What follows belongs to an exercise in optimizing a design on an open flow for small area and a short achievable clock period; a production flow would make more cautious choices. At most, simulation tests tie the RTL to the original design; equivalence was not proved. No activity file was given, so power comes from the tool's default toggle rates.

==> lagoon <==
==> flow/design.v <==
package riscv_dbg_pkg;
  typedef enum logic [1:0] {
    ST_IDLE  = 2'd0,
    ST_ARMED = 2'd1,
    ST_POST  = 2'd2,
    ST_DONE  = 2'd3
  } trace_state_t;
  localparam logic MODE_STOP_FULL = 1'b0;
  localparam logic MODE_RING_TRIG = 1'b1;
  function automatic integer entry_w(input integer xlen, input integer num_regs);
    entry_w = xlen * (2 + num_regs);
  endfunction
endpackage
module trace_ram #(
  parameter int ROWS  = 14,
  parameter int WIDTH = 192,
  parameter int TAP0  = 6,
  parameter int NSEL  = 8
) (
  input  logic             clk,
  input  logic [WIDTH-1:0] wdata,
  input  logic             hold_stage,
  input  logic             shift,
  input  logic [NSEL-1:0]  sel,
  input  logic             hold,
  output logic [WIDTH-1:0] stage,
  output logic [WIDTH-1:0] rdata
);
  logic [WIDTH-1:0] pick;
  logic [WIDTH-1:0] mem [ROWS];
  always_ff @(posedge clk) begin
    if (!hold_stage) begin
      stage <= wdata;
    end
  end
  always_ff @(posedge clk) begin
    if (shift) begin
      mem[0] <= stage;
      for (int i = 1; i < ROWS; i++) begin
        mem[i] <= mem[i-1];
      end
    end
  end
  always_comb begin
    pick = {WIDTH{hold}} & rdata;
    for (int i = 0; i < NSEL; i++) begin
      pick = pick | ({WIDTH{sel[i]}} & mem[TAP0 + i]);
    end
  end
  always_ff @(posedge clk) begin
    rdata <= pick;
  end
endmodule
module riscv_trace_buffer #(
  parameter int XLEN       = 32,
  parameter int NUM_REGS   = 4,
  parameter int DEPTH      = 16,
  parameter int POST_DEPTH = 8
) (
  input  logic                     clk,
  input  logic                     reset,
  input  logic [XLEN-1:0]          pc_dbg,
  input  logic [XLEN-1:0]          instr_dbg,
  input  logic [NUM_REGS*XLEN-1:0] regs_dbg,
  input  logic                     arm,
  input  logic                     clear,
  input  logic                     mode,
  input  logic                     trig_en,
  input  logic [XLEN-1:0]          trig_pc,
  output logic                     busy,
  output logic                     triggered,
  output logic                     wrapped,
  output logic                     rd_valid,
  input  logic                     rd_ready,
  output logic [XLEN-1:0]          rd_pc,
  output logic [XLEN-1:0]          rd_instr,
  output logic [NUM_REGS*XLEN-1:0] rd_regs,
  output logic                     rd_last
);
  localparam int AW = $clog2(DEPTH);
  localparam int CW = AW + 1;
  localparam int EW = riscv_dbg_pkg::entry_w(XLEN, NUM_REGS);
  localparam logic [CW-1:0] DEPTH_C = CW'(DEPTH);
  localparam logic [CW-1:0] POST_C  = CW'(POST_DEPTH);
  localparam logic [CW-1:0] ONE_C   = CW'(1);
  localparam logic [CW-1:0] TWO_C   = CW'(2);
  localparam int TAP0 = POST_DEPTH - 2;
  localparam int NSEL = DEPTH - 2 - TAP0;
  logic          armed_q, post_q, busy_i, done_i, mode_q, first_q, cap_q, gd;
  logic [CW-1:0] count, post_cnt, rd_left;
  logic [NSEL-1:0] osel_q;
  logic [NSEL-1:0] rs_q, rsel;
  logic          hb_q, ld, rhold;
  logic          idle, cnt_full, gd_cap, last_pop;
  logic [CW-1:0] cnt_inc;
  logic [NSEL-1:0] osel_trig;
  logic          chg, teq, cap, fire, gdone, pop, start;
  logic          shift;
  logic [EW-1:0] wdata, stage, rdata;
  logic [XLEN-1:0] pc_q;
  assign idle     = !busy_i && !done_i;
  assign cnt_full = (count == DEPTH_C);
  assign cnt_inc  = cnt_full ? count : count + ONE_C;
  assign gd_cap   = mode_q ? (post_q && (post_cnt == TWO_C)) : (cnt_inc == DEPTH_C - ONE_C);
  assign last_pop = (rd_left == ONE_C);
  always_comb begin
    osel_trig = '0;
    if (count >= CW'(NSEL - 1)) osel_trig[NSEL-1] = 1'b1;
    else                        osel_trig[count[$clog2(NSEL)-1:0]] = 1'b1;
  end
  assign pc_q  = stage[XLEN-1:0];
  assign chg   = (pc_dbg != pc_q);
  assign teq   = trig_en && (pc_dbg == trig_pc);
  assign cap   = busy_i && (first_q || chg);
  assign fire  = cap && armed_q && mode_q && teq;
  assign gdone = cap && gd;
  assign pop   = done_i && rd_ready;
  assign start = idle && arm;
  always_ff @(posedge clk or posedge reset) begin
    if (reset) begin
      armed_q   <= 1'b0;
      post_q    <= 1'b0;
      busy_i    <= 1'b0;
      done_i    <= 1'b0;
      busy      <= 1'b0;
      rd_valid  <= 1'b0;
      rd_last   <= 1'b0;
      triggered <= 1'b0;
      wrapped   <= 1'b0;
    end else begin
      armed_q   <= !clear && (start || (armed_q && !fire && !gdone));
      post_q    <= !clear && (fire || (post_q && !gdone));
      busy_i    <= !clear && (start || (busy_i && !gdone));
      done_i    <= !clear && (gdone || (done_i && !(pop && last_pop)));
      busy      <= !clear && (start || (busy && !gdone));
      rd_valid  <= !clear && (gdone || (rd_valid && !(pop && last_pop)));
      rd_last   <= !clear && (gdone ? (cnt_inc == ONE_C)
                                    : (done_i && (pop ? (rd_left == TWO_C) : last_pop)));
      triggered <= !start && (triggered || fire);
      wrapped   <= !start && (wrapped || (cap && cnt_full));
    end
  end
  always_ff @(posedge clk) begin
    rd_left   <= clear ? '0 : gdone ? cnt_inc : pop ? rd_left - ONE_C : rd_left;
    mode_q    <= start ? mode : mode_q;
    first_q   <= start || (first_q && !cap);
    count     <= start ? '0 : cap ? cnt_inc : count;
    post_cnt  <= fire ? POST_C : (cap && post_q) ? post_cnt - ONE_C : post_cnt;
    osel_q    <= start ? NSEL'(1) << (NSEL - 1) : fire ? osel_trig : osel_q;
    gd        <= !start && !fire && (cap ? gd_cap : gd);
    cap_q     <= cap;
    rs_q      <= (cap || done_i) ? osel_q : {osel_q[NSEL-2:0], 1'b0};
    hb_q      <= !(cap || done_i) && osel_q[NSEL-1];
  end
  assign ld    = !done_i || rd_ready;
  assign rsel  = ld ? rs_q : '0;
  assign rhold = !ld || hb_q;
  assign shift = done_i ? rd_ready : cap_q;
  assign wdata = {regs_dbg, instr_dbg, pc_dbg};
  trace_ram #(
    .ROWS  (DEPTH - 2),
    .WIDTH (EW),
    .TAP0  (TAP0),
    .NSEL  (NSEL)
  ) u_ram (
    .clk        (clk),
    .wdata      (wdata),
    .hold_stage (done_i),
    .shift      (shift),
    .sel        (rsel),
    .hold       (rhold),
    .stage      (stage),
    .rdata      (rdata)
  );
  assign rd_pc    = rdata[XLEN-1:0];
  assign rd_instr = rdata[2*XLEN-1:XLEN];
  assign rd_regs  = rdata[EW-1:2*XLEN];
endmodule
==> flow/flow/run.sh <==
#!/bin/bash
# Own layout flow: the standard ORFS flow (standard.sh, unchanged synthesis), with the port
# buffers made from a plain buffer cell instead of the one buffer_ports picks on its own, and
# the resizer allowed to swap cells across footprints. Every port still gets its buffer.
set -euo pipefail
cd "$(dirname "$0")/.."
bash standard.sh \
  "BUFFER_PORTS_ARGS=-buffer_cell sky130_fd_sc_hd__buf_2" \
  MATCH_CELL_FOOTPRINT=0 \
  finish > flow_standard.log 2>&1
==> flow/standard.sh <==
#!/bin/bash
# synth_recipe.tcl (not shown) runs the flow's synth.tcl, then flattens the netlist and writes it again
# the make line also repeats each setting of config.mk as NAME=value (left out here)
make -C /OpenROAD-flow-scripts/flow DESIGN_CONFIG=/design/flow/config.mk WORK_HOME=/design/flow/orfs CLKGATE_MAP_FILE= SYNTH_SCRIPT=/design/flow/synth_recipe.tcl "${@:-finish}"
==> flow/config.mk <==
export PLATFORM = sky130hd
export DESIGN_NAME = riscv_trace_buffer
export DESIGN_NICKNAME = riscv_trace_buffer
export VERILOG_FILES = /design/flow/design.v
export SDC_FILE = /design/flow/constraint.sdc
export NUM_CORES = 4
export LEC_CHECK = 0
export CAP_MARGIN = 20
export CORE_MARGIN = 2
export CORE_UTILIZATION = 70
export CTS_CLUSTER_DIAMETER = 70
export CTS_CLUSTER_SIZE = 28
export SETUP_SLACK_MARGIN = 3.2
export SLEW_MARGIN = 20
==> flow/constraint.sdc <==
create_clock -name core_clock -period 5.5 [get_ports {clk}]
set_input_delay 1.1000 -clock core_clock [delete_from_list [all_inputs] [get_ports {clk}]]
set_output_delay 1.1000 -clock core_clock [all_outputs]
set_load 0.01 [all_outputs]
==> inputs of cedar, as changes to lagoon <==
==> flow/design.v (replaced) <==
package riscv_dbg_pkg;
  typedef enum logic [1:0] {
    ST_IDLE  = 2'd0,
    ST_ARMED = 2'd1,
    ST_POST  = 2'd2,
    ST_DONE  = 2'd3
  } trace_state_t;
  localparam logic MODE_STOP_FULL = 1'b0;
  localparam logic MODE_RING_TRIG = 1'b1;
  function automatic integer entry_w(input integer xlen, input integer num_regs);
    entry_w = xlen * (2 + num_regs);
  endfunction
endpackage
module trace_ram #(
  parameter int ROWS  = 15,
  parameter int WIDTH = 192,
  parameter int TAP0  = 6,
  parameter int NSEL  = 9
) (
  input  logic             clk,
  input  logic [WIDTH-1:0] wdata,
  input  logic             shift,
  input  logic             ld,
  input  logic [NSEL-1:0]  sel,
  output logic [WIDTH-1:0] rdata
);
  logic [WIDTH-1:0] stage, pick;
  logic [WIDTH-1:0] mem [ROWS];
  always_ff @(posedge clk) begin
    stage <= wdata;
  end
  always_ff @(posedge clk) begin
    if (shift) begin
      mem[0] <= stage;
      for (int i = 1; i < ROWS; i++) begin
        mem[i] <= mem[i-1];
      end
    end
  end
  always_comb begin
    pick = {WIDTH{!ld}} & rdata;
    for (int i = 0; i < NSEL; i++) begin
      pick = pick | ({WIDTH{ld && sel[i]}} & mem[TAP0 + i]);
    end
  end
  always_ff @(posedge clk) begin
    rdata <= pick;
  end
endmodule
module riscv_trace_buffer #(
  parameter int XLEN       = 32,
  parameter int NUM_REGS   = 4,
  parameter int DEPTH      = 16,
  parameter int POST_DEPTH = 8
) (
  input  logic                     clk,
  input  logic                     reset,
  input  logic [XLEN-1:0]          pc_dbg,
  input  logic [XLEN-1:0]          instr_dbg,
  input  logic [NUM_REGS*XLEN-1:0] regs_dbg,
  input  logic                     arm,
  input  logic                     clear,
  input  logic                     mode,
  input  logic                     trig_en,
  input  logic [XLEN-1:0]          trig_pc,
  output logic                     busy,
  output logic                     triggered,
  output logic                     wrapped,
  output logic                     rd_valid,
  input  logic                     rd_ready,
  output logic [XLEN-1:0]          rd_pc,
  output logic [XLEN-1:0]          rd_instr,
  output logic [NUM_REGS*XLEN-1:0] rd_regs,
  output logic                     rd_last
);
  localparam int AW = $clog2(DEPTH);
  localparam int CW = AW + 1;
  localparam int EW = riscv_dbg_pkg::entry_w(XLEN, NUM_REGS);
  localparam logic [CW-1:0] DEPTH_C = CW'(DEPTH);
  localparam logic [CW-1:0] POST_C  = CW'(POST_DEPTH);
  localparam logic [CW-1:0] ONE_C   = CW'(1);
  localparam logic [CW-1:0] TWO_C   = CW'(2);
  localparam int TAP0 = POST_DEPTH - 1;
  localparam int NSEL = DEPTH - 1 - TAP0;
  logic          armed_q, post_q, mode_q, first_q, cap_q, merged_q, gd;
  logic [CW-1:0] count, post_cnt, rd_left;
  logic [NSEL-1:0] osel_q;
  logic [NSEL:0]   rsel_q;
  logic [XLEN-1:0] pc_q;
  logic          idle, cnt_full, gd_cap, last_pop;
  logic [CW-1:0] cnt_inc;
  logic [NSEL-1:0] osel_trig;
  logic          chg, teq, cap, fire, gdone, pop, start;
  logic          shift, ld;
  logic [EW-1:0] wdata, rdata;
  assign idle     = !busy && !rd_valid;
  assign cnt_full = (count == DEPTH_C);
  assign cnt_inc  = cnt_full ? count : count + ONE_C;
  assign gd_cap   = mode_q ? (post_q && (post_cnt == TWO_C)) : (cnt_inc == DEPTH_C - ONE_C);
  assign last_pop = (rd_left == ONE_C);
  always_comb begin
    osel_trig = '0;
    if (count >= CW'(NSEL - 1)) osel_trig[NSEL-1] = 1'b1;
    else                        osel_trig[count[$clog2(NSEL)-1:0]] = 1'b1;
  end
  assign chg   = (pc_dbg != pc_q);
  assign teq   = trig_en && (pc_dbg == trig_pc);
  assign cap   = busy && (first_q || chg);
  assign fire  = cap && armed_q && mode_q && teq;
  assign gdone = cap && gd;
  assign pop   = rd_valid && rd_ready;
  assign start = idle && arm;
  always_ff @(posedge clk or posedge reset) begin
    if (reset) begin
      armed_q   <= 1'b0;
      post_q    <= 1'b0;
      busy      <= 1'b0;
      rd_valid  <= 1'b0;
      rd_last   <= 1'b0;
      mode_q    <= 1'b0;
      first_q   <= 1'b0;
      count     <= '0;
      post_cnt  <= '0;
      rd_left   <= '0;
      triggered <= 1'b0;
      wrapped   <= 1'b0;
      osel_q    <= '0;
      gd        <= 1'b0;
      cap_q     <= 1'b0;
      merged_q  <= 1'b0;
      rsel_q    <= '0;
    end else begin
      armed_q   <= !clear && (start || (armed_q && !fire && !gdone));
      post_q    <= !clear && (fire || (post_q && !gdone));
      busy      <= !clear && (start || (busy && !gdone));
      rd_valid  <= !clear && (gdone || (rd_valid && !(pop && last_pop)));
      rd_last   <= !clear && (gdone ? (cnt_inc == ONE_C)
                                    : (rd_valid && (pop ? (rd_left == TWO_C) : last_pop)));
      rd_left   <= clear ? '0 : gdone ? cnt_inc : pop ? rd_left - ONE_C : rd_left;
      mode_q    <= start ? mode : mode_q;
      first_q   <= start || (first_q && !cap);
      count     <= start ? '0 : cap ? cnt_inc : count;
      post_cnt  <= fire ? POST_C : (cap && post_q) ? post_cnt - ONE_C : post_cnt;
      triggered <= !start && (triggered || fire);
      wrapped   <= !start && (wrapped || (cap && cnt_full));
      osel_q    <= start ? NSEL'(1) << (NSEL - 1) : fire ? osel_trig : osel_q;
      gd        <= !start && !fire && (cap ? gd_cap : gd);
      cap_q     <= cap;
      merged_q  <= rd_valid && (merged_q || (cap_q && rd_ready));
      rsel_q    <= (cap || (rd_valid && (merged_q || (cap_q && rd_ready)))) ? {1'b0, osel_q}
                                                                           : {osel_q, 1'b0};
    end
  end
  always_ff @(posedge clk) begin
    pc_q <= pc_dbg;
  end
  assign shift = cap_q || pop;
  assign ld    = !rd_valid || rd_ready;
  assign wdata = {regs_dbg, instr_dbg, pc_dbg};
  trace_ram #(
    .ROWS  (DEPTH - 1),
    .WIDTH (EW),
    .TAP0  (TAP0 - 1),
    .NSEL  (NSEL + 1)
  ) u_ram (
    .clk   (clk),
    .wdata (wdata),
    .shift (shift),
    .ld    (ld),
    .sel   (rsel_q),
    .rdata (rdata)
  );
  assign rd_pc    = rdata[XLEN-1:0];
  assign rd_instr = rdata[2*XLEN-1:XLEN];
  assign rd_regs  = rdata[EW-1:2*XLEN];
endmodule
==> flow/run.sh (new file) <==
#!/bin/bash
# synth_recipe.tcl (not shown) runs the flow's synth.tcl, then flattens the netlist and writes it again
# the make line also repeats each setting of config.mk as NAME=value (left out here)
make -C /OpenROAD-flow-scripts/flow DESIGN_CONFIG=/design/flow/config.mk WORK_HOME=/design/flow/orfs CLKGATE_MAP_FILE= SYNTH_SCRIPT=/design/flow/synth_recipe.tcl finish
- CORE_UTILIZATION: 70 -> 60
- CTS_CLUSTER_DIAMETER: 70 -> 80
- CTS_CLUSTER_SIZE: 28 -> 30
- SETUP_SLACK_MARGIN: 3.2 -> 3.0
removed: flow/flow/run.sh
removed: flow/standard.sh
==> summary of the runs <==
- Clock power is about the same in lagoon and cedar.
- Between lagoon and cedar, the lower setup slack is in cedar (gap 0.12 ns).
- In lagoon the via count is smaller than in cedar, by about 9%.
- cedar completed with no timing, DRC or antenna violations. lagoon went through all stages and came out clean.
- Against lagoon, the wire length of cedar is higher by 12%.
- Flip-flop and latch count: lagoon is lower than cedar (191).
- Area after synthesis: cedar is higher than lagoon (5.2%).
- Against cedar, the final area of lagoon is lower by about 4.5%.
==> figures <==
quantity                                          lagoon         cedar
Run status              no timing/DRC/antenna violations  no timing/DRC/antenna violations
Register fraction of the total cell area          0.7952        0.7926
Post-synthesis instance area                102,000 um^2  107,300 um^2
Post-synthesis compound-gate area fraction       0.07178       0.07196
Detailed Place HPWL                            98,290 um    117,200 um
Number of sequential cells in the layout           3,117         3,308
Global-route wire length before repair        273,000 um    315,200 um
Avg WL per Cell                                 26.88 um      26.64 um
CTS buffer count                                     145           143
Number of clock sinks                              3,117         3,308
Clock network area share                         0.04238       0.03826
Length of routed met2 wiring                   91,190 um    101,500 um
Design internal power                          0.03502 W     0.03663 W
Clock skew after layout                       0.02280 ns    0.02444 ns
Clock network fraction of total power              0.294         0.277
Headroom to the max-slew limit                    0.2881        0.3743
No functional check of the RTL was part of cedar.

## re-timing with driven ports
In the flow no input, the clock included, has a driving cell. The finished layouts below were timed again as built, in two steps.
Step 1: set_driving_cell puts a clkbuf_16 on clk and a buf_2 on each other input, an assumption about the parent block.
Step 2 moves the port delays by t, midway between the first and last clock arrival at a register: inputs arrive t later, outputs are due t later. That takes back most of the time a late clock gives input paths.
a / b / c = no drivers / after step 1 / after step 2; a / b = the first two.
run | shift t [ns] | setup WS [ns] | pins driven straight from the clock port
lagoon | 0.861 | 3.077 / 2.997 / 2.321 | 1
cedar | 0.903 | 2.954 / 2.864 / 2.181 | 1
After both steps setup and hold are still met in every run listed. For cedar, which loses most, drivers alone change the setup slack by -0.090 ns; drivers and shift together by -0.773 ns.
